Context: an optimization exercise on an open-source flow, tuned for small area, a short achievable clock period and few clock cycles. The choices shown serve that exercise and are no tape-out recipe.
Function was checked by simulation only, so behaviour that the tests miss may differ from the original.
No activity file was given, so power comes from the tool's default toggle rates.

**flow/config.mk**
```make
export PLATFORM = sky130hd
export DESIGN_NAME = ccl_top
export DESIGN_NICKNAME = ccl_top
export VERILOG_FILES = /design/flow/design.v
export SDC_FILE = /design/flow/constraint.sdc
export NUM_CORES = 4
export LEC_CHECK = 0
export CAP_MARGIN = 20
export CORE_MARGIN = 2
export CORE_UTILIZATION = 40
export SLEW_MARGIN = 20
```
**flow/run.sh**
```bash
#!/bin/bash
# synth_recipe.tcl (not shown) runs the flow's synth.tcl, then flattens the netlist and writes it again
# the make line also repeats each setting of config.mk as NAME=value (left out here)
make -C /OpenROAD-flow-scripts/flow DESIGN_CONFIG=/design/flow/config.mk WORK_HOME=/design/flow/orfs CLKGATE_MAP_FILE= SYNTH_SCRIPT=/design/flow/synth_recipe.tcl finish
```
**flow/design.v**
```verilog
package ccl_pkg;
    typedef struct packed {
        logic [5-1:0] row;
        logic [5-1:0] col;
    } pixel_pos_t;
    typedef struct packed {
        logic [$clog2(128)-1:0] byte_addr;
        logic [2:0]                        bit_sel;
    } pixel_loc_t;
    typedef union packed {
        pixel_pos_t pos;
        pixel_loc_t loc;
    } pixel_index_t;
    typedef enum logic [2:0] {
        DIR_LEFT_UP    = 3'd0,
        DIR_UP         = 3'd1,
        DIR_RIGHT_UP   = 3'd2,
        DIR_LEFT       = 3'd3,
        DIR_RIGHT      = 3'd4,
        DIR_LEFT_DOWN  = 3'd5,
        DIR_DOWN       = 3'd6,
        DIR_RIGHT_DOWN = 3'd7
    } dir_t;
    typedef logic [5-1:0] label_t;
endpackage
`timescale 1ns/1ps
module ccl_top (
    input  logic                              clk,
    input  logic                              reset,
    input  logic [7:0]                        rom_q,
    output logic [$clog2(128)-1:0] rom_a,
    output logic [$clog2(1024)-1:0]    sram_a,
    output logic [7:0]                        sram_d,
    output logic                              sram_wen,
    output logic                              finish
);
    typedef enum logic [3:0] {
        M_P1,       
        M_UA,       
        M_UB,       
        M_P2I,      
        M_P2,       
        M_NR,       
        M_DONE,
        M_FCLR,     
        M_FA,       
        M_FW,       
        M_FC,       
        M_FD        
    } mode_t;
    mode_t mode;
    logic [7:0] tbl [0:127];
    logic [6:0] t_ra;
    logic [7:0] t_rd;
    logic       t_we;
    logic [6:0] t_wa;
    logic [7:0] t_wd;
    assign t_rd = tbl[t_ra];
    always_ff @(posedge clk) begin
        if (t_we) tbl[t_wa] <= t_wd;
    end
    logic [31:0] cur, prev, nxt;
    logic [3:0]  nv;
    logic [5:0]  frow;       
    logic [2:0]  fk;         
    logic        a2_v;
    logic [1:0]  a2_k;
    logic [5:0]  y;          
    logic        scan_mode;
    logic        nxt_ready;
    logic [6:0]  fb_a;
    assign nxt_ready = (frow[5] == 1'b1) || (nv == 4'hF);
    assign rom_a = scan_mode ? {frow[4:0], fk[1:0]} : fb_a;
    logic [4:0]  xr;         
    logic        xv;
    logic [4:0]  bx;         
    logic        bv;
    logic [6:0]  last;       
    logic [6:0]  lb [0:31];  
    logic [7:0]  ev;         
    logic [4:0]  rc;         
    logic [6:0]  ua, ub;
    logic [4:0]  ucol;       
    logic        ub_lb;      
    logic [6:0]  nr_p;
    logic        nL, nUL, nU, nUR;
    logic [4:0]  xm1, xp1;
    logic [4:0]  lb_ra;
    logic [6:0]  lb_rd;
    assign xm1 = xr - 5'd1;
    assign xp1 = xr + 5'd1;
    assign nL  = (xr != 5'd0)  && cur[xm1];
    assign nUL = (xr != 5'd0)  && prev[xm1];
    assign nU  = prev[xr];
    assign nUR = (xr != 5'd31) && prev[xp1];
    always_comb begin
        if (mode == M_UA)      lb_ra = ucol;
        else if (nU)           lb_ra = xr;
        else if (nUL)          lb_ra = xm1;
        else                   lb_ra = xp1;
    end
    assign lb_rd = lb[lb_ra];
    logic [31:0] fvec, bvec;
    logic [4:0]  fnx, bnx;
    logic        fany, bany;
    logic        advance;
    assign fvec = xv ? (cur & (32'hFFFF_FFFE << xr)) : nxt;
    assign bvec = bv ? (~prev & (32'hFFFF_FFFE << bx)) : ~cur;
    always_comb begin
        fnx = 5'd0; fany = 1'b0;
        for (int i = 31; i >= 0; i--) if (fvec[i]) begin fnx = 5'(i); fany = 1'b1; end
        bnx = 5'd0; bany = 1'b0;
        for (int i = 31; i >= 0; i--) if (bvec[i]) begin bnx = 5'(i); bany = 1'b1; end
    end
    typedef enum logic [1:0] {K_SEED, K_GROW, K_NBR} kind_t;
    kind_t       kind;
    logic [9:0]  clr;
    logic [9:0]  seed, pix, fb_idx;
    logic [2:0]  dir;
    logic [4:0]  flab;
    logic        wrote;
    logic        fgb, visb;
    logic [4:0]  prow, pcol;
    logic signed [2:0] drow, dcol;
    logic [4:0]  nrow, ncol;
    logic        nin;
    assign prow = pix[9:5];
    assign pcol = pix[4:0];
    always_comb begin
        case (dir)
            3'd0: begin drow = -3'sd1; dcol = -3'sd1; end
            3'd1: begin drow = -3'sd1; dcol =  3'sd0; end
            3'd2: begin drow = -3'sd1; dcol =  3'sd1; end
            3'd3: begin drow =  3'sd0; dcol = -3'sd1; end
            3'd4: begin drow =  3'sd0; dcol =  3'sd1; end
            3'd5: begin drow =  3'sd1; dcol = -3'sd1; end
            3'd6: begin drow =  3'sd1; dcol =  3'sd0; end
            default: begin drow = 3'sd1; dcol = 3'sd1; end
        endcase
    end
    assign nrow = prow + {{2{drow[2]}}, drow};
    assign ncol = pcol + {{2{dcol[2]}}, dcol};
    assign nin  = !((drow == -3'sd1 && prow == 5'd0) || (drow == 3'sd1 && prow == 5'd31) ||
                    (dcol == -3'sd1 && pcol == 5'd0) || (dcol == 3'sd1 && pcol == 5'd31));
    logic        p1, p2;
    logic        px_go;       
    logic [6:0]  lab;         
    logic        is_evt;
    logic        need_union;
    logic [6:0]  ua_n;
    logic        overflow;
    logic        root_evt;
    logic [4:0]  evlab;
    logic [9:0]  sa_n;
    logic [7:0]  sd_n;
    logic        swen_n;
    assign scan_mode = (mode == M_P1) || (mode == M_UA) || (mode == M_UB) ||
                       (mode == M_P2I) || (mode == M_P2) || (mode == M_NR);
    assign p1 = (mode == M_P1);
    assign p2 = (mode == M_P2) || (mode == M_NR);
    assign is_evt   = !(nL || nUL || nU || nUR);
    assign overflow = p1 && xv && is_evt && ev[7];
    assign root_evt = (t_rd[6:0] == ev[6:0]);
    assign evlab    = (mode == M_NR) ? t_rd[4:0] : rc;
    always_comb begin
        if (nL)       lab = last;
        else if (nU || nUL || nUR) lab = lb_rd;
        else if (p1)  lab = ev[6:0];
        else          lab = {2'b00, evlab};
    end
    assign ua_n       = nL ? last : lb_rd;
    assign need_union = nUR && !nU && (nL || nUL);
    assign px_go = xv && (p1 || (mode == M_NR) ||
                          (mode == M_P2 && !(is_evt && !root_evt)));
    logic adv_ok;
    logic p1fam;
    assign p1fam  = (mode == M_P1) || (mode == M_UA) || (mode == M_UB);
    assign adv_ok = !xv && nxt_ready && (y != 6'd32) && ((mode == M_P2) || (p1 && !bv));
    always_comb begin
        t_ra = ua;
        case (mode)
            M_UA:   t_ra = ua;
            M_UB:   t_ra = ub;
            M_P2:   t_ra = ev[6:0];
            M_NR:   t_ra = nr_p;
            M_FC, M_FD: t_ra = fb_idx[9:3];
            default: t_ra = ua;
        endcase
    end
    always_comb begin
        t_we = 1'b0;
        t_wa = ev[6:0];
        t_wd = {1'b0, ev[6:0]};
        case (mode)
            M_P1: begin
                t_we = xv && is_evt && !ev[7];
                t_wa = ev[6:0];
                t_wd = {1'b0, ev[6:0]};
            end
            M_UB: begin
                t_we = (t_rd[6:0] == ub) && (ua != ub);
                t_wa = (ua > ub) ? ua : ub;
                t_wd = {1'b0, (ua > ub) ? ub : ua};
            end
            M_P2, M_NR: begin
                t_we = px_go && is_evt;
                t_wa = ev[6:0];
                t_wd = {3'b000, evlab};
            end
            M_FCLR: begin
                t_we = (clr < 10'd128);
                t_wa = clr[6:0];
                t_wd = 8'h00;
            end
            M_FD: begin
                t_we = ((kind == K_SEED) || (kind == K_NBR)) && fgb && !visb;
                t_wa = fb_idx[9:3];
                t_wd = t_rd | (8'h01 << fb_idx[2:0]);
            end
            default: ;
        endcase
    end
    always_comb begin
        sa_n   = {y[4:0], xr};
        sd_n   = {3'b000, lab[4:0]};
        swen_n = 1'b1;
        if (p1fam && bv) begin
            sa_n   = {y[4:0] - 5'd1, bx};
            sd_n   = 8'h00;
            swen_n = 1'b0;
        end else if (p2 && px_go) begin
            swen_n = 1'b0;
        end else if (mode == M_FCLR) begin
            sa_n   = clr;
            sd_n   = 8'h00;
            swen_n = 1'b0;
        end else if (mode == M_FD) begin
            sa_n = fb_idx;
            if ((kind == K_SEED || kind == K_NBR) && fgb && !visb) begin
                sd_n   = {3'b000, (kind == K_SEED) ? flab + 5'd1 : flab};
                swen_n = 1'b0;
            end
        end
    end
    logic       f_write;
    assign f_write = (kind == K_NBR) && fgb && !visb;
    always_ff @(posedge clk) begin
        if (px_go) begin
            lb[xr] <= lab;
        end
    end
    always_ff @(posedge clk or posedge reset) begin
        if (reset) begin
            mode     <= M_P1;
            cur      <= '0;
            prev     <= '0;
            nxt      <= '0;
            nv       <= '0;
            frow     <= '0;
            fk       <= '0;
            a2_v     <= 1'b0;
            a2_k     <= '0;
            y        <= 6'd63;
            xr       <= '0;
            xv       <= 1'b0;
            bx       <= '0;
            bv       <= 1'b0;
            last     <= '0;
            ev       <= '0;
            rc       <= 5'd1;
            ua       <= '0;
            ub       <= '0;
            ucol     <= '0;
            ub_lb    <= 1'b0;
            nr_p     <= '0;
            sram_a   <= '0;
            sram_d   <= '0;
            sram_wen <= 1'b1;
            finish   <= 1'b0;
            fb_a     <= '0;
            kind     <= K_SEED;
            clr      <= '0;
            seed     <= '0;
            pix      <= '0;
            fb_idx   <= '0;
            dir      <= '0;
            flab     <= '0;
            wrote    <= 1'b0;
            fgb      <= 1'b0;
            visb     <= 1'b0;
        end else begin
            sram_a   <= sa_n;
            sram_d   <= sd_n;
            sram_wen <= swen_n;
            finish   <= (mode == M_DONE);
            a2_v <= 1'b0;
            if (scan_mode && !frow[5] && !fk[2]) begin
                fk   <= fk + 3'd1;
                a2_v <= 1'b1;
                a2_k <= fk[1:0];
            end
            if (a2_v) begin
                case (a2_k)
                    2'd0: nxt[7:0]   <= {rom_q[0], rom_q[1], rom_q[2], rom_q[3], rom_q[4], rom_q[5], rom_q[6], rom_q[7]};
                    2'd1: nxt[15:8]  <= {rom_q[0], rom_q[1], rom_q[2], rom_q[3], rom_q[4], rom_q[5], rom_q[6], rom_q[7]};
                    2'd2: nxt[23:16] <= {rom_q[0], rom_q[1], rom_q[2], rom_q[3], rom_q[4], rom_q[5], rom_q[6], rom_q[7]};
                    default: nxt[31:24] <= {rom_q[0], rom_q[1], rom_q[2], rom_q[3], rom_q[4], rom_q[5], rom_q[6], rom_q[7]};
                endcase
                nv[a2_k] <= 1'b1;
            end
            if ((p1 || mode == M_P2) && adv_ok) begin
                prev <= cur;
                cur  <= frow[5] ? 32'd0 : nxt;
                y    <= y + 6'd1;
                nv   <= '0;
                fk   <= '0;
                frow <= frow[5] ? frow : frow + 6'd1;
                xr   <= fnx;
                xv   <= fany && !frow[5];
                bx   <= bnx;
                bv   <= p1 && (y != 6'd63) && bany;
            end else begin
                if (px_go) begin
                    xr   <= fnx;
                    xv   <= fany;
                    last <= lab;
                end
                if (p1fam && bv) begin
                    bx <= bnx;
                    bv <= bany;
                end
            end
            case (mode)
                M_P1: begin
                    if (overflow) begin
                        mode <= M_FCLR;
                        clr  <= '0;
                    end else begin
                        if (xv && is_evt) ev <= ev + 8'd1;
                        if (xv && need_union) begin
                            ua    <= ua_n;
                            ucol  <= xp1;
                            mode  <= M_UA;
                            ub_lb <= 1'b1;
                        end else if (!xv && y == 6'd32 && !bv) begin
                            mode <= M_P2I;
                        end
                    end
                end
                M_UA: begin
                    if (ub_lb) begin
                        ub    <= lb_rd;
                        ub_lb <= 1'b0;
                    end
                    if (t_rd[6:0] == ua) begin
                        if (!ub_lb) mode <= M_UB;
                    end else begin
                        ua <= t_rd[6:0];
                    end
                end
                M_UB: begin
                    if (t_rd[6:0] == ub) mode <= M_P1;
                    else ub <= t_rd[6:0];
                end
                M_P2I: begin
                    mode <= M_P2;
                    cur  <= '0;
                    prev <= '0;
                    y    <= 6'd63;
                    nv   <= '0;
                    fk   <= '0;
                    frow <= '0;
                    xv   <= 1'b0;
                    bv   <= 1'b0;
                    ev   <= '0;
                    rc   <= 5'd1;
                end
                M_P2: begin
                    if (xv && is_evt) begin
                        if (root_evt) begin
                            ev <= ev + 8'd1;
                            rc <= rc + 5'd1;
                        end else begin
                            nr_p <= t_rd[6:0];
                            mode <= M_NR;
                        end
                    end else if (!xv && y == 6'd32) begin
                        mode <= M_DONE;
                    end
                end
                M_NR: begin
                    ev   <= ev + 8'd1;
                    mode <= M_P2;
                end
                M_DONE: ;
                M_FCLR: begin
                    clr <= clr + 10'd1;
                    if (clr == 10'd1023) begin
                        mode <= M_FA;
                        kind <= K_SEED;
                        seed <= '0;
                        flab <= '0;
                    end
                end
                M_FA: begin
                    if (kind == K_NBR && !nin) begin
                        if (dir == 3'd7) begin
                            dir  <= '0;
                            kind <= K_GROW;
                            if (pix == 10'd1023) begin
                                if (wrote) begin
                                    pix   <= '0;
                                    wrote <= 1'b0;
                                end else begin
                                    kind  <= K_SEED;
                                end
                            end else begin
                                pix <= pix + 10'd1;
                            end
                        end else begin
                            dir <= dir + 3'd1;
                        end
                    end else begin
                        case (kind)
                            K_SEED:  begin fb_idx <= seed; fb_a <= seed[9:3]; end
                            K_GROW:  begin fb_idx <= pix;  fb_a <= pix[9:3];  end
                            default: begin fb_idx <= {nrow, ncol}; fb_a <= {nrow, ncol[4:3]}; end
                        endcase
                        mode <= M_FW;
                    end
                end
                M_FW: mode <= M_FC;
                M_FC: begin
                    fgb  <= rom_q[3'd7 - fb_idx[2:0]];
                    visb <= t_rd[fb_idx[2:0]];
                    mode <= M_FD;
                end
                M_FD: begin
                    mode <= M_FA;
                    case (kind)
                        K_SEED: begin
                            if (fgb && !visb) begin
                                flab  <= flab + 5'd1;
                                kind  <= K_GROW;
                                pix   <= '0;
                                wrote <= 1'b0;
                            end else if (seed == 10'd1023) begin
                                mode <= M_DONE;
                            end else begin
                                seed <= seed + 10'd1;
                            end
                        end
                        K_GROW: begin
                            if (fgb && visb) begin
                                kind <= K_NBR;
                                dir  <= '0;
                            end else if (pix == 10'd1023) begin
                                if (wrote) begin
                                    pix   <= '0;
                                    wrote <= 1'b0;
                                end else begin
                                    kind  <= K_SEED;
                                end
                            end else begin
                                pix <= pix + 10'd1;
                            end
                        end
                        default: begin
                            if (f_write) wrote <= 1'b1;
                            if (dir == 3'd7) begin
                                dir  <= '0;
                                kind <= K_GROW;
                                if (pix == 10'd1023) begin
                                    if (wrote || f_write) begin
                                        pix   <= '0;
                                        wrote <= 1'b0;
                                    end else begin
                                        kind  <= K_SEED;
                                    end
                                end else begin
                                    pix <= pix + 10'd1;
                                end
                            end else begin
                                dir <= dir + 3'd1;
                            end
                        end
                    endcase
                end
                default: mode <= M_P1;
            endcase
        end
    end
endmodule
```
**flow/constraint.sdc**
```tcl
create_clock -name core_clock -period 10.0 [get_ports {clk}]
set_input_delay 2.0000 -clock core_clock [delete_from_list [all_inputs] [get_ports {clk}]]
set_output_delay 2.0000 -clock core_clock [all_outputs]
set_load 0.01 [all_outputs]
```
==> results.toml <==
[timing]
fin_crit_ps = 9030
tns_ps = 0
finalClockSkew_ps = 58.0
max_freq_ghz = 0.111
finalHoldViolations = 0
slew_violations = 0
tightest_slew_ps = 1190
maxSlewHeadroom_pct = 20.5
rsz0062_at_grt = "no"
finalCritPeriodShare_pct = 90.3
finalSetupViolCount = 0

[cells_and_area]
drive_gt1_share_pct = 15.5
layoutNonFillerInstCount = 7328
nets = 5048
finalInstanceArea_sq_um = 75600
area_delta_synth_final_pct = 12.1

[clock_network]
cts_tree = "done"
clock_sinks = 1499
clock-root-buffer = "clkbuf_16"
cts_resized = 0
h-tree-depth = 4
cts_buffer_depth = 3
clock_latency_ps = 820
clk_pin_slew_worst_paths_ps = 60
cts_hold_buf = 0
cts_made_buffers = 157
cts_setup_buffers = 0

[synth]
yosys_warnings = 1
synth_edf_count = 1248
synth_mux_area_share_pct = 11.1
synth_flop_cell = "edfxtp_1"
synth.avg_cell_area_sq_um = 13.6
synth-compound-area-share_pct = 9.17
yosys.area_share.simple_pct = 10.6
synth_top_family_by_area = "multiplexers"
synthDistinctLibCells = 107
yosysTopAreaCellShare_pct = 55.6
synth_fa_ha_area_share_pct = 0.820
synth-xor-area-share_pct = 0.715
netlist_top_cells_area = "edfxtp_1, dfrtp_1, mux4_2, nand2_1, mux2i_1"
ys_ff_latch = 1499
synth_area_sq_um = 67400
synthCells = 4973
ys_seq_area_share_pct = 64.9
yosysTopAreaCell = "edfxtp_1"
async_flop_share_pct = 16.7

[die]
io_pins = 37
core-area_sq_um = 167000
rows = 150
die_y_um = 415
dieArea_sq_um = 172000
start_util_pct = 40.3
die_width_um = 415

[power]
intPower_uw = 15500
p_switching_uw = 11900
design_power_total_uw = 27500
power_density_nw_per_um2 = 364
power_frac_clock_pct = 20.9
p_seq_share_pct = 31.6
total_leakage_power_uw = 0.0259
ir_worst_vdd_mv = 0.413
combPwrFrac_pct = 47.4
swShare_pct = 43.5

[drt]
routedWlPerCell_um = 28.0
drt_iter0_markers = 5672
vias_per_cell = 6.04
drtAntennaViolNets = 0
drc = 0
first_pass_iters = 7
vias = 44300
totalWireLength_um = 205000

[setup_path]
cpMaxStageDelayCell = "dfrtp_1"
crit_chain = "inv_1, a32oi_1, o21a_4, buf_4, mux4_2, nand3_1, nand4_1, nor4_1, nand3_2, xor2_1, a221oi_2, a21oi_2, nor2_4, nand2_1, nor3_1"
path_buf_inv = 2
rrSetupSlack_ps = 970
rr_worst_depth = 15
arrival_ps = 9450
worstPathRequired_ps = 10420
worstSetupPathType = "reg -> reg"
path_max_fanout = 44
r2r_end = "lb[13][0]$_DFFE_PP_"
r2r-start = "mode[1]$_DFFE_PP0P_"
endpoint_kind = "flop"
worstSetupStartpointType = "flop"
cpPeakStageDelay_ps = 950
crit_family = "simple AND/OR/NAND/NOR gates"

[placed_design]
dpl.cell_count = 7036
hpwl_um = 133000
place_congestion = 0.933
io_buffers = 33
dpl_cell_area_sq_um = 70400

[grt]
grt_max_degree = 129
first_global_vias = 43300
antenna_found_initial = 3
grt_overflow = 0
grtUsageTotal_pct = 23.5
grt_pass1_wl_um = 300000

[hold_path]
hold_path.class = "reg -> reg"
hold_depth = 2
hp-start = "ucol[4]$_DFFE_PP0P_"
holdPathEnd = "ucol[4]$_DFFE_PP0P_"

[run_status]
status = "complete, no violations"

[job]
maxCapViolations = 0
per-stage QoR:
step	setup WS (ps)	hold slack, ps	util, %
2_1_floorplan	1110	446	-
6_report	970	495	45.2
3_3_place_gp	1290	465	42.1
5_1_grt	641	526	45.2
4_1_cts	1060	487	45.1
3_5_place_dp	1070	472	42.1
synthesized netlist by cell type (88+ instances only):
master	n
nor3_1	91
a21oi_1	271
nand2_1	610
nor2_1	387
mux2_2	133
clkbuf_1	148
mux2i_1	175
mux4_2	185
nand3_1	151
edfxtp_1	1248
dfrtp_1	243
o21ai_0	175
inv_1	88
final cells by class:
cell class	count	area, sq um
antenna	2	5.00
clock buffer	206	4220
clock inverter	80	788
fill	14800	91600
inverter	91	349
multi-input combinational	3080	22200
sequential	1499	43800
tap	2204	2760
timing repair buffer	166	1510
flip-flops by register name, indices dropped and copies added (netlist names), 6 cells and up:
| register | flops |
|---|---|
| y | 6 |
| tbl | 1024 |
| cur | 32 |
| prev | 32 |
| seed | 10 |
| sram_a | 10 |
| nr_p | 7 |
| nxt | 32 |
| clr | 10 |
| last | 7 |
| ev | 8 |
| pix | 10 |
| ua | 7 |
| lb | 224 |
| ub | 7 |
| fb_a | 7 |
| frow | 6 |
worst min-delay path, stage by stage, from the launching register on:
cell     delay, ps
dfrtp_1        350
nand2_1         50
nand2_1         60
layout by cell type (no fill, tap or decap), drive strengths merged, types with 25 or more instances in the layout:
cell / count
a211oi: 56
inv: 97
dfrtp: 243
and2: 25
clkbuf: 206
clkdlybuf4s50: 33
o211ai: 45
buf: 132
o21ai: 180
nor4: 34
a31oi: 38
edfxtp: 1248
nor3: 91
mux2i: 175
ha: 41
mux2: 136
a21oi: 273
mux4: 185
clkinv: 63
nand3: 152
nand4: 52
a22o: 43
nor2: 390
xnor2: 34
nand2: 610
and3: 81
a311oi: 26
a22oi: 37
cell families (layout without fill, tap and decap cells):
group,Yosys count,after routing
AOI/OAI and AO/OA,923,923
xor gates and xnor gates,55,55
adders and majority gates,43,43
buffers and inverters,396,543
DFF,1499,1499
muxes,496,496
other,1,5
and+or+nand+nor,1560,1560
routing by layer:
metal  vias to the layer above  global-route usage (%)  wire length [um]
met5                         -                       0                14
met4                         2                    9.54              8690
met3                       424                    4.86             17900
met2                      2226                    36.9             95300
met1                     22500                    31.8             83400
li1                      19100                       -                 -
power by group through the flow:
| stage | Clock [uW] | Combinational [uW] | Sequential (uW) |
|---|---|---|---|
| final | 5750 | 13000 | 8700 |
| after global placement | 0 | 12700 | 8820 |
| after CTS | 5820 | 12800 | 8700 |
| after detailed placement | 0 | 12800 | 8820 |
| after floorplan | 0 | 7880 | 8840 |
| after global routing | 6080 | 13700 | 8720 |
how the worst max path moves through the flow:
stage,start,endpoint,cells past startpoint
finish,mode[1]$_DFFE_PP0P_,lb[13][0]$_DFFE_PP_,15
global route,mode[1]$_DFFE_PP0P_,lb[13][1]$_DFFE_PP_,15
CTS,mode[1]$_DFFE_PP0P_,tbl[116][1]$_DFFE_PP_,16
detailed placement,mode[1]$_DFFE_PP0P_,lb[13][0]$_DFFE_PP_,15
global placement,mode[1]$_DFFE_PP0P_,tbl[117][4]$_DFFE_PP_,16
floorplan,reset,a2_k[0]$_DFFE_PP0P_,1
Testbench counts, summed over its fixed seeds: cycles 37,890.

-- afterwards: timing with drivers on the ports --
How much do the figures lean on ideal ports? The routed layout below was timed once more, with nothing changed but the port constraints. Step 1, drivers: a clkbuf_16 drives clk and a buf_2 each remaining input, both assumed. Step 2 adds t to the input delays and takes it off the output delays; t is the mean of the earliest and latest rising clock arrival at the registers after step 1. Input paths then give back, and output paths get back, about the clock's delay inside the block. a / b / c = ideal ports / drivers / drivers and shift; a / b = the first two.
t, ns: 0.864
setup WS [ns]: 0.970 / 0.970 / 0.970
latest minus earliest clock arrival (ns): 0.058 / 0.058
worst data-port slew with drivers (ns): 0.04
pins driven straight from the clock port: 1
After both steps this run still meets setup and hold. For this run, drivers alone change the setup slack by 0.000 ns; drivers and shift together by 0.000 ns.
